What follows belongs to an exercise in optimizing a design on an open flow for a short achievable clock period and few clock cycles; a production flow would make more cautious choices. No functional check of the RTL was part of any run shown here. Power is estimated from default activity; no workload was simulated.

==> flow/design.v <==
`default_nettype none
package cpuPkg;
	localparam int dataW = 16;
	localparam int regAddrW = 4;
	localparam int regCount = 1 << regAddrW;
	typedef enum logic [3:0] {
		ADD = 4'h0,
		SUB = 4'h1,
		XOR = 4'h2,
		AND = 4'h3,
		LW  = 4'h8,
		SW  = 4'h9,
		LHB = 4'ha,
		LLB = 4'hb,
		B   = 4'hc,
		HLT = 4'hf
	} opcodeE;
	typedef struct packed {
		opcodeE opcode;
		logic [regAddrW-1:0] rd;
		logic [regAddrW-1:0] rs;
		logic [regAddrW-1:0] rt;
	} rTypeT;
	typedef struct packed {
		opcodeE opcode;
		logic [regAddrW-1:0] rd;
		logic [7:0] imm8;
	} immTypeT;
	typedef struct packed {
		opcodeE opcode;
		logic [2:0] cond;
		logic signed [8:0] offset;
	} brTypeT;
	typedef union packed {
		rTypeT rType;
		immTypeT immType;
		brTypeT brType;
	} instrU;
	typedef struct packed {
		logic n;
		logic v;
		logic z;
	} flagsT;
	typedef struct packed {
		logic valid;
		instrU instr;
		logic [dataW-1:0] pcNext;
		logic [dataW-1:0] srcA;
		logic [dataW-1:0] srcB;
		logic [regAddrW-1:0] rsIdx;
		logic [regAddrW-1:0] rtIdx;
		logic regWrite;
		logic memRead;
		logic memWrite;
		logic isBranch;
		logic isHalt;
	} decExT;
	typedef struct packed {
		logic valid;
		logic [dataW-1:0] aluOut;
		logic [dataW-1:0] storeData;
		logic [regAddrW-1:0] rd;
		logic regWrite;
		logic memRead;
		logic memWrite;
		logic isHalt;
	} exResT;
	typedef struct packed {
		logic [dataW-1:0] addr;
		logic [dataW-1:0] wdata;
		logic write;
	} memCmdT;
	typedef struct packed {
		logic en;
		logic [regAddrW-1:0] rd;
		logic [dataW-1:0] data;
	} wbT;
	localparam logic [2:0] NE = 3'b000;
	localparam logic [2:0] EQ = 3'b001;
	localparam logic [2:0] GT = 3'b010;
	localparam logic [2:0] LT = 3'b011;
	localparam logic [2:0] GE = 3'b100;
	localparam logic [2:0] LE = 3'b101;
	localparam logic [2:0] OV = 3'b110;
	localparam logic [2:0] UN = 3'b111;
endpackage
`default_nettype wire
`timescale 1ns/1ns
`default_nettype none
module cpu (
	input wire logic clk,
	input wire logic arstN,
	output logic [cpuPkg::dataW-1:0] pc,
	input wire cpuPkg::instrU instr,
	output logic memReq,
	output cpuPkg::memCmdT memCmd,
	input wire logic memAck,
	input wire logic [cpuPkg::dataW-1:0] memRdata,
	output logic hlt
);
	logic [15:0] pcReg;
	logic haltF;
	logic [2:0] flags;  
	logic eValid;
	logic eAdd, eSub, eXor, eAnd, ePass, eLw, eSw;
	logic eWr;
	logic [3:0] eRd;
	logic [3:0] eOff;
	logic [15:0] eA, eB;
	localparam int QN = 3;
	logic pRel;
	logic [2:0] qCount;
	logic [15:0] qAddr [QN];
	logic [15:0] qData [QN];
	logic qWrite [QN];
	logic [3:0] qRd [QN];
	logic [15:0] pend;
	logic [15:0] regs [1:15];
	logic [15:0] rfv [16];
	always_comb begin
		rfv[0] = 16'h0;
		for (int i = 1; i < 16; i++)
			rfv[i] = regs[i];
	end
	logic [16:0] wide;
	logic ovf;
	logic [15:0] aluRes;
	logic [2:0] aluFlags;
	logic eSetsFlags;
	logic [15:0] eAddr;
	logic eMem;
	logic eStall;
	always_comb begin
		wide = eSub ? ({eA[15], eA} - {eB[15], eB}) : ({eA[15], eA} + {eB[15], eB});
		ovf = wide[16] != wide[15];
		if (eAdd || eSub)
			aluRes = ovf ? (wide[16] ? 16'h8000 : 16'h7fff) : wide[15:0];
		else if (eXor)
			aluRes = eA ^ eB;
		else if (eAnd)
			aluRes = eA & eB;
		else
			aluRes = eB;
		aluFlags = {aluRes[15], (eAdd || eSub) && ovf, aluRes == 16'h0};
	end
	assign eSetsFlags = eValid && (eAdd || eSub || eXor || eAnd);
	assign eAddr = eA + {12'h000, eOff};
	assign eMem = eValid && (eLw || eSw);
	logic qEmpty;
	logic hWrite;
	logic [3:0] hRd;
	logic done;
	logic push;
	assign qEmpty = qCount == 3'd0;
	assign memReq = !pRel && (!qEmpty || eMem);
	assign hWrite = qEmpty ? eSw : qWrite[0];
	assign hRd = qEmpty ? eRd : qRd[0];
	always_comb begin
		if (qEmpty) begin
			memCmd.addr = eAddr;
			memCmd.wdata = eB;
			memCmd.write = eSw;
		end else begin
			memCmd.addr = qAddr[0];
			memCmd.wdata = qData[0];
			memCmd.write = qWrite[0];
		end
	end
	assign done = memReq && memAck;
	assign push = eMem && !(qEmpty && done);
	assign eStall = eMem && qCount == 3'(QN) && !done;
	logic ldDone;
	logic [3:0] ldRd;
	assign ldDone = done && !hWrite;
	assign ldRd = hRd;
	logic [15:0] iw;
	logic [3:0] dOp, dRd, dRs, dRt, dBIdx;
	logic dAlu, dLw, dSw, dLhb, dLlb, dBr, dHlt;
	logic dUsesA, dUsesB, dWrites;
	logic [15:0] dA, dB;
	logic haz;
	logic dAdvance;
	logic taken;
	logic [2:0] brFlags;
	assign iw = instr;
	assign dOp = iw[15:12];
	assign dRd = iw[11:8];
	assign dRs = iw[7:4];
	assign dRt = iw[3:0];
	assign dAlu = dOp[3:2] == 2'b00;
	assign dLw = dOp == 4'h8;
	assign dSw = dOp == 4'h9;
	assign dLhb = dOp == 4'ha;
	assign dLlb = dOp == 4'hb;
	assign dBr = dOp == 4'hc;
	assign dHlt = dOp == 4'hf;
	assign dUsesA = dAlu || dLw || dSw;
	assign dUsesB = dAlu || dSw || dLhb;
	assign dBIdx = (dSw || dLhb) ? dRd : dRt;
	assign dWrites = dAlu || dLw || dLhb || dLlb;
	function automatic logic [15:0] readReg(input logic [3:0] idx);
		if (idx == 4'h0)
			readReg = 16'h0;
		else if (eValid && eWr && eRd == idx)
			readReg = aluRes;
		else if (ldDone && ldRd == idx)
			readReg = memRdata;
		else
			readReg = rfv[idx];
	endfunction
	assign dA = readReg(dRs);
	assign dB = readReg(dBIdx);
	function automatic logic busy(input logic [3:0] r);
		busy = pend[r] && !(ldDone && ldRd == r);
	endfunction
	assign haz = (dUsesA && busy(dRs)) || (dUsesB && busy(dBIdx)) || (dWrites && busy(dRd));
	assign brFlags = eSetsFlags ? aluFlags : flags;
	always_comb begin
		case (iw[11:9])
			3'd0: taken = !brFlags[0];
			3'd1: taken = brFlags[0];
			3'd2: taken = !brFlags[0] && !brFlags[2];
			3'd3: taken = brFlags[2];
			3'd4: taken = brFlags[0] || !brFlags[2];
			3'd5: taken = brFlags[2] || brFlags[0];
			3'd6: taken = brFlags[1];
			default: taken = 1'b1;
		endcase
	end
	assign dAdvance = !haltF && !eStall && !haz;
	logic [15:0] pcInc;
	logic [15:0] pcBr;
	assign pcInc = pcReg + 16'd1;
	assign pcBr = pcInc + {{7{iw[8]}}, iw[8:0]};
	assign pc = pcReg;
	assign hlt = haltF && qEmpty;
	always_ff @(posedge clk or negedge arstN) begin
		if (!arstN) begin
			for (int i = 1; i < 16; i++)
				regs[i] <= '0;
		end else begin
			for (int i = 1; i < 16; i++) begin
				if (ldDone && ldRd == 4'(i))
					regs[i] <= memRdata;
				else if (eValid && eWr && eRd == 4'(i))
					regs[i] <= aluRes;
			end
		end
	end
	always_ff @(posedge clk or negedge arstN) begin
		if (!arstN) begin
			pcReg <= '0;
			haltF <= 1'b0;
			flags <= '0;
			eValid <= 1'b0;
			eAdd <= 1'b0;
			eSub <= 1'b0;
			eXor <= 1'b0;
			eAnd <= 1'b0;
			ePass <= 1'b0;
			eLw <= 1'b0;
			eSw <= 1'b0;
			eWr <= 1'b0;
			eRd <= '0;
			eOff <= '0;
			eA <= '0;
			eB <= '0;
			pRel <= 1'b0;
			qCount <= '0;
			for (int i = 0; i < QN; i++) begin
				qAddr[i] <= '0;
				qData[i] <= '0;
				qWrite[i] <= 1'b0;
				qRd[i] <= '0;
			end
			pend <= '0;
		end else begin
			if (eSetsFlags)
				flags <= aluFlags;
			if (done)
				pRel <= 1'b1;
			else if (!memAck)
				pRel <= 1'b0;
			begin : queue
				logic [2:0] n;
				n = qCount;
				if (done && !qEmpty) begin
					for (int i = 0; i < QN - 1; i++) begin
						qAddr[i] <= qAddr[i + 1];
						qData[i] <= qData[i + 1];
						qWrite[i] <= qWrite[i + 1];
						qRd[i] <= qRd[i + 1];
					end
					n = n - 3'd1;
				end
				if (push && !eStall) begin
					qAddr[n] <= eAddr;
					qData[n] <= eB;
					qWrite[n] <= eSw;
					qRd[n] <= eRd;
					n = n + 3'd1;
				end
				qCount <= n;
			end
			begin : scoreboard
				logic [15:0] p;
				p = pend;
				if (ldDone)
					p[ldRd] = 1'b0;
				if (dAdvance && dLw && dRd != 4'h0)
					p[dRd] = 1'b1;
				pend <= p;
			end
			if (!eStall) begin
				eValid <= dAdvance && (dAlu || dLw || dSw || dLhb || dLlb);
				eAdd <= dOp == 4'h0;
				eSub <= dOp == 4'h1;
				eXor <= dOp == 4'h2;
				eAnd <= dOp == 4'h3;
				ePass <= dLhb || dLlb;
				eLw <= dLw;
				eSw <= dSw;
				eWr <= (dAlu || dLw || dLhb || dLlb) && !dLw && dRd != 4'h0;
				eRd <= dRd;
				eOff <= dRt;
				eA <= dA;
				eB <= dLlb ? {8'h00, iw[7:0]} : dLhb ? {iw[7:0], dB[7:0]} : dB;
			end
			if (dAdvance) begin
				if (dBr && taken)
					pcReg <= pcBr;
				else
					pcReg <= pcInc;
				if (dHlt)
					haltF <= 1'b1;
			end
		end
	end
endmodule
`default_nettype wire
==> flow/run.sh <==
#!/bin/bash
# synth_recipe.tcl (not shown) runs the flow's synth.tcl, then flattens the netlist and writes it again
# the make line also repeats each setting of config.mk as NAME=value (left out here)
make -C /OpenROAD-flow-scripts/flow DESIGN_CONFIG=/design/flow/config.mk WORK_HOME=/design/flow/orfs CLKGATE_MAP_FILE= SYNTH_SCRIPT=/design/flow/synth_recipe.tcl finish
==> flow/config.mk <==
export PLATFORM = sky130hd
export DESIGN_NAME = cpu
export DESIGN_NICKNAME = cpu
export VERILOG_FILES = /design/flow/design.v
export SDC_FILE = /design/flow/constraint.sdc
export NUM_CORES = 4
export LEC_CHECK = 0
export ABC_CLOCK_PERIOD_IN_PS = 2500
export CAP_MARGIN = 20
export CORE_MARGIN = 2
export CORE_UTILIZATION = 40
export SETUP_SLACK_MARGIN = 4
export SLEW_MARGIN = 20
==> flow/constraint.sdc <==
create_clock -name core_clock -period 7.2 [get_ports {clk}]
set_input_delay 1.4400 -clock core_clock [delete_from_list [all_inputs] [get_ports {clk}]]
set_output_delay 1.4400 -clock core_clock [all_outputs]
set_load 0.01 [all_outputs]
==> results of run 1 <==
## power groups by stage
stage	logic (W)	clock network, W	registers (W)
finish	0.00527	0.00269	0.00351
global route	0.00555	0.00280	0.00354
CTS	0.00445	0.00271	0.00346
detailed placement	0.00306	0	0.00348
global placement	0.00301	0	0.00349
floorplan	0.00242	0	0.00321
## kinds of logic after synthesis
logic type | after synthesis | synth area share (%)
compound gates | 1116 | 24.3
xor+xnor | 104 | 3.32
flops | 439 | 39.3
simple gates | 1113 | 16.9
mux | 208 | 8.17
buf+inv | 331 | 4.77
fa+ha+maj | 72 | 3.30
## per-layer routing
metal / wire length [microns] / share of wire (%) / GRT usage [%] / vias up
met2: 50500 / 42 / 47.4 / 1874
met1: 47000 / 39 / 43.6 / 13500
met3: 14700 / 12 / 9.57 / 543
li1: - / - / - / 12500
met4: 8010 / 6.7 / 17.6 / 4
met5: 26 / 0.022 / 0 / -
## final cells by class
| class | instances | area [sq um] | area share, % |
|---|---|---|---|
| tap | 931 | 1160 | 3.16 |
| sequential | 439 | 11000 | 29.8 |
| clock inverter | 10 | 203 | 0.550 |
| timing repair buffer | 426 | 4620 | 12.5 |
| clock buffer | 75 | 1460 | 3.97 |
| timing repair inverter | 1 | 7.51 | 0.0204 |
| multi-input combinational | 2623 | 18200 | 49.5 |
| inverter | 44 | 176 | 0.478 |
| antenna | 1 | 2.50 | 0.00678 |
## registers in the layout, summed over array words and instances, names as in the netlist, 3 cells and up
| name | flops |
|---|---|
| pend | 16 |
| qRd | 12 |
| regs | 240 |
| qWrite | 3 |
| flags | 3 |
| qCount | 3 |
| eRd | 4 |
| qAddr | 48 |
| eB | 16 |
| eA | 16 |
| eOff | 4 |
| pcReg | 16 |
| qData | 48 |
## worst max-delay path, cell delays in order, from the launching register on
cell and delay [ps]:
dfrtp_2 460, nor3_4 300, and4_4 340, nor2_2 60, xnor2_1 130, ha_2 360, buf_6 120, nand3_2 100
a2111oi_4 400, buf_4 190, nor4_4 40, buf_4 170, nor2_4 270, a21oi_4 100, o31ai_1 470, nor4b_4 110
nand4_1 130, buf_6 140, nand3_4 190, nand2_8 190, mux2i_1 210, a22oi_1 110
## placed cells by master (no fill, tap or decap), types with 28 or more instances in the layout
cell type | synthesis | final
a21oi_1 | 265 | 215
a21oi_2 | 3 | 41
a222oi_1 | 31 | 31
a22oi_1 | 151 | 146
buf_12 | 1 | 67
buf_2 | 12 | 28
buf_4 | 8 | 220
buf_6 | 4 | 41
clkbuf_16 | 0 | 55
clkdlybuf4s50_1 | 0 | 33
dfrtp_1 | 439 | 424
ha_1 | 69 | 58
inv_1 | 44 | 36
mux2i_1 | 166 | 160
nand2_1 | 574 | 523
nand2_2 | 0 | 38
nand3_1 | 72 | 67
nand4_1 | 31 | 31
nor2_1 | 314 | 212
nor2_2 | 0 | 44
nor2_4 | 0 | 59
o21ai_0 | 446 | 121
o21ai_1 | 11 | 315
o22ai_1 | 34 | 33
xnor2_1 | 74 | 63
## how the worst max path moves through the flow
stage | from | to | slack, ps | cells past startpoint
after floorplan | eB[3] | pcReg[11] | 2890 | 22
after global placement | instr[14] | eB[1] | 1160 | 11
after detailed placement | instr[14] | eB[1] | 1070 | 11
after CTS | eB[2] | pcReg[5] | 2600 | 19
after global routing | eB[2] | pcReg[5] | 2290 | 21
final | eB[2] | pcReg[5] | 2470 | 21
## what timing repair did
action | 4_1_cts | 5_1_grt
gates resized for setup | 720 | 206
setup buffers | 195 | 55
endpoints found under the setup margin | 454 | 379
pin swaps | 171 | 151
gates cloned | 20 | 6
## through the flow
| step | utilization [%] | setup slack, ps | hold slack [ps] |
|---|---|---|---|
| global placement | 43.5 | 1160 | 446 |
| CTS | 51.5 | 2600 | 477 |
| floorplan | - | 2890 | 433 |
| global route | 53.5 | 2290 | 503 |
| finish | 53.5 | 2470 | 483 |
| detailed placement | 43.5 | 1070 | 455 |
==> impl_metrics.tcl, run 1 <==
set metrics [dict create \
    status "no timing/DRC/antenna violations" \
    synth_top_area_cell "dfrtp_1" \
    globalRouteOverflowTotal 0 \
    port_buffers 85 \
    worst_setup_path_end_kind "register" \
    clkSinkCount 439 \
    total_power_w 0.0115 \
    clockBufferDepth 3 \
    fin_setup_tns_ps 0 \
    grt.total_usage_pct 32.6 \
    min-delay-start "qAddr[2][8]" \
    hp-class "reg2reg" \
    htree_num_levels 2 \
    design_area_sq_um 36900 \
    antenna_left 0 \
    placed_cells 4187 \
    crit_fanout 7 \
    start_kind "register" \
    worst_pin_slew_ps 1290 \
    routed_wl_microns 120000 \
    clkPwrFrac_pct 23.4 \
    switchingPower_w 0.00455 \
    coreArea_sq_um 68900 \
    postCtsHoldBufs 0 \
    rows 96 \
    leakage_nw 14.5 \
    p_sw_share_pct 39.7 \
    syn_to_final_growth_pct 31.9 \
    ys_seq_elements 439 \
    fin_cells 4550 \
    start_util_pct 40.6 \
    required_ps 7670 \
    placed_area_sq_um 30000 \
    whs_endpoint "qAddr[2][8]" \
    synth_area_leaders "dfrtp_1, o21ai_0, nand2_1" \
    hpwl_microns 67500 \
    drc_errors 0 \
    reg2regPathDepth 21 \
    vias_per_cell 6.26 \
    tritoncts "yes" \
    path_clk_slew_ps 60 \
    clk_latency_ps 620 \
    relSlewSlack_pct 13.7 \
    finClkSkew_ps 28.9 \
    netlist_instances 3383 \
    yosysTopAreaCellShare_pct 39.3 \
    grt_antenna_before_repair 2 \
    wl_per_cell_microns 26.4 \
    min_period_over_period_pct 65.8 \
    drive_gt1_share_pct 25.6 \
    synthArstFlopShare_pct 100 \
    dieWidth_microns 268 \
    grt_setup_unrepaired "yes" \
    n_fill_cell 6077 \
    vdd_drop_max_mv 0.211 \
    synthTopCellsByCount "nand2_1, o21ai_0, dfrtp_1, nor2_1, a21oi_1" \
    whs_path_depth 2 \
    internal-power_w 0.00691 \
    fmax_mhz 211 \
    root_buffer "clkbuf_16" \
    synthFlopType "dfrtp_1" \
    nets 3691 \
    syn-num-nets 3490 \
    critPathArrivalTime_ps 5200 \
    synth.most_common_cell "nand2_1" \
    fin_crit_ps 4730 \
    cap_viol_max_count 0 \
    routabilityCongestion 0.936 \
    grt_max_degree 169 \
    vias 28500 \
    pwr-share-seq_pct 30.6 \
    powerDensity_nw_per_um2 311 \
    rr_startpoint "eB[2]" \
    yosys.cell_types.count 87 \
    die_y_microns 268 \
    hold_viol_final 0 \
    grt_pass1_wl_microns 175000 \
    drv_slew 0 \
    yosys_warnings 7 \
    first_global_vias 27200 \
    synth-edff-count 0 \
    drtIter0Drc 4292 \
    setup_viol 0 \
    synth_area_sq_um 28000 \
    critical_path_class "reg2reg" \
    syn_area_per_cell_sq_um 8.27 \
    ys_seq_area_share_pct 39.3 \
    dieArea_sq_um 72000 \
    combPwrFrac_pct 46.0 \
    cts_buffers 49 \
    first_pass_iters 9 \
    io_pins 86 \
    rr_endpoint "pcReg[5]" \
    worst-r2r-setup-slack_ps 2470 \
]
==> run 2, diff against run 1 <==
--- a/flow/config.mk
+++ b/flow/config.mk
@@ -11,3 +11,3 @@
 export CORE_UTILIZATION = 40
-export SETUP_SLACK_MARGIN = 4
+export SETUP_SLACK_MARGIN = 3
 export SLEW_MARGIN = 20
==> impl_metrics.tcl, run 2 <==
set metrics [dict create \
    drive_gt1_share_pct 16.9 \
    top_register "regs" \
    globalRouteOverflowTotal 0 \
    critical_path_class "reg2reg" \
    clkPwrFrac_pct 27.6 \
    leakage_nw 13.3 \
    clkSinkCount 439 \
    cpMaxStageDelayCell "dfrtp_1" \
    syn_area_per_cell_sq_um 8.27 \
    path_delay_family "compound AO/OA/AOI/OAI gates" \
    fin_crit_ps 4720 \
    rows 96 \
    reg_top3 "regs: 240 flops, qAddr: 48 flops, qData: 48 flops" \
    tritoncts "yes" \
    finClkSkew_ps 23.4 \
    dieArea_sq_um 72000 \
    relSlewSlack_pct 27.0 \
    htree_num_levels 2 \
    routed_wl_microns 111000 \
    synth_area_leaders "dfrtp_1, o21ai_0, nand2_1" \
    nets 3569 \
    hpwl_microns 70200 \
    synth-xor-area-share_pct 3.32 \
    root_buffer "clkbuf_16" \
    antenna_left 0 \
    first_global_vias 25500 \
    p_sw_share_pct 38.9 \
    synth_top_area_cell "dfrtp_1" \
    synth_top_family_by_area "compound AO/OA/AOI/OAI gates" \
    max_stage_delay_ps 390 \
    fmax_mhz 212 \
    routabilityCongestion 0.966 \
    final_common_cell "nand2_1" \
    synth-edff-count 0 \
    synth.most_common_cell "nand2_1" \
    ys_seq_area_share_pct 39.3 \
    yosys_warnings 7 \
    layout_common_cells "nand2_1, dfrtp_1, o21ai_0, nor2_1, a21oi_1" \
    worst_setup_path_end_kind "register" \
    drtIter0Drc 4193 \
    yosys.cell_types.count 87 \
    cap_viol_max_count 0 \
    synth_compound_area_share_pct 24.3 \
    setup_viol 0 \
    clockBufferDepth 3 \
    combPwrFrac_pct 38.0 \
    min_period_over_period_pct 65.6 \
    dieWidth_microns 268 \
    internal-power_w 0.00628 \
    path_clk_slew_ps 70 \
    die_y_microns 268 \
    syn_to_final_growth_pct 20.8 \
    largest_reg_flops 240 \
    vdd_drop_max_mv 0.183 \
    port_buffers 85 \
    vias 27200 \
    critPathArrivalTime_ps 5210 \
    coreArea_sq_um 68900 \
    drv_slew 0 \
    io_pins 86 \
    cts_buffers 50 \
    start_kind "register" \
    start_util_pct 40.6 \
    synthTopCellsByCount "nand2_1, o21ai_0, dfrtp_1, nor2_1, a21oi_1" \
    grt_antenna_before_repair 0 \
    synthFlopType "dfrtp_1" \
    status "no timing/DRC/antenna violations" \
    yosysTopAreaCellShare_pct 39.3 \
    required_ps 7680 \
    grt_pass1_wl_microns 165000 \
    hp-class "reg2reg" \
    wl_per_cell_microns 25.0 \
    drc_errors 0 \
    grt_max_degree 151 \
    fin_setup_tns_ps 0 \
    path_buf_inv 4 \
    syn-num-nets 3490 \
    synth_mux_area_share_pct 8.17 \
    grt.total_usage_pct 30.3 \
    first_pass_iters 10 \
    synth_area_sq_um 28000 \
    clk_latency_ps 620 \
    netlist_instances 3383 \
    switchingPower_w 0.00401 \
    path_cells "buf_8 -> nor3_4 -> and4_4 -> a31oi_2 -> xnor2_1 -> ha_1 -> buf_4 -> nand2_1 -> o21ai_2 -> a21oi_4 -> buf_12 -> a21o_2 -> a31oi_1 -> o31ai_2 -> nor4b_4 -> nand4_1 -> buf_6 -> a21o_4 -> nand2_8 -> mux2i_2 -> a22oi_1" \
    worst-r2r-setup-slack_ps 2480 \
    synth_fa_ha_area_share_pct 3.30 \
    powerDensity_nw_per_um2 305 \
    crit_fanout 7 \
    vias_per_cell 6.13 \
    grt_setup_unrepaired "yes" \
    ys_seq_elements 439 \
    antennaDiodeCount 0 \
    synth-simple-area-share_pct 16.9 \
    hold_viol_final 0 \
    pwr-share-seq_pct 34.4 \
    hold_ws_ps 470 \
    synthArstFlopShare_pct 100 \
    worst_pin_slew_ps 1090 \
]
-- run 2: timing repair --
item | in CTS | in global routing
buffers inserted | 72 | 41
resized for setup | 219 | 143
setup endpoints to repair | 252 | 288
pin swaps | 54 | 72
hold buffers | 0 | 0
cloned | 4 | 3
-- run 2: worst reg2reg max path, stage by stage, from the launching register on --
cell     delay, ps
dfrtp_1        390
buf_8          150
nor3_4         260
and4_4         340
a31oi_2        110
xnor2_1        150
ha_1           330
buf_4          130
nand2_1         90
o21ai_2        290
a21oi_4        130
buf_12         160
a21o_2         250
a31oi_1        310
o31ai_2        170
nor4b_4        290
nand4_1        140
buf_6          170
a21o_4         280
nand2_8        130
mux2i_2        220
a22oi_1        110
-- run 2: per-stage QoR --
| step | utilization (%) | instance area [sq um] | worst slack [ps] | instances | power [W] |
|---|---|---|---|---|---|
| 2_1_floorplan | - | 28100 | 2890 | 3383 | 0.00544 |
| 3_3_place_gp | 43.3 | 29900 | 1300 | 4221 | 0.00651 |
| 3_5_place_dp | 43.3 | 29900 | 1250 | 4221 | 0.00652 |
| 4_1_cts | 47.8 | 32900 | 2550 | 4390 | 0.00979 |
| 5_1_grt | 49.0 | 33800 | 2290 | 4434 | 0.0107 |
| 6_report | 49.0 | 33800 | 2480 | 4434 | 0.0103 |
-- run 2: worst paths after layout --
path	from	endpoint	cells past startpoint
max	eB[2]	pcReg[4]	21
min	eLw	eLw	2
max reg2reg	eB[2]	pcReg[4]	21
min reg2reg	eLw	eLw	2
max in group asynchronous	arstN	eB[0]	2
min in group asynchronous	arstN	regs[4][6]	1
-- run 2: cells by family after synthesis --
kind of cell,count (synthesis)
AND/OR/NAND/NOR,1113
XOR/XNOR,104
AO/OA/AOI/OAI,1116
adder cells (fa/ha/maj),72
flip-flops,439
buffers and inverters,331
multiplexers,208
-- run 2: cell type report --
cell class	instances	area, sq um
clock buffer	76	1540
inverter	44	169
timing repair buffer	308	2740
tap	931	1160
sequential	439	11000
fill	6518	35200
multi-input combinational	2619	16900
clock inverter	17	269
-- run 2: per-layer routing --
metal | part of all wire (%) | vias to the layer above | global-route usage (%)
li1 | - | 12200 | -
met4 | 5.7 | 0 | 13.7
met2 | 43 | 1594 | 45.8
met1 | 41 | 12900 | 40.7
met5 | 0 | - | 0.405
met3 | 11 | 439 | 8.12
-- run 2: power by group through the flow --
stage	Combinational, W	Sequential [W]	Clock, W
2_1_floorplan	0.00224	0.00320	0
5_1_grt	0.00421	0.00356	0.00297
3_5_place_dp	0.00301	0.00351	0
6_report	0.00391	0.00354	0.00284
4_1_cts	0.00344	0.00348	0.00287
3_3_place_gp	0.00298	0.00352	0

-- re-timing with driven ports --
In the flow no input, the clock included, has a driving cell. The finished layouts below were timed again as built, in two steps. Step 1 assumes that a clkbuf_16 drives the clock port and a buf_2 every other input. Step 2, shift: input delay + t, output delay - t, t = (earliest + latest rising clock arrival at the registers) / 2. This alone moves slack from input paths to output paths. a / b / c = no drivers / after step 1 / after step 2; a / b = the first two.
run	t, ns	setup WS [ns]	pins driven straight from the clock port
run 1	0.671	2.466 / 2.466 / 2.219	1
run 2	0.676	2.475 / 2.475 / 2.190	1
After both steps every run listed still meets setup and hold. The setup slack of run 2, which loses most, moves by 0.000 ns with the drivers and by -0.285 ns with both steps.
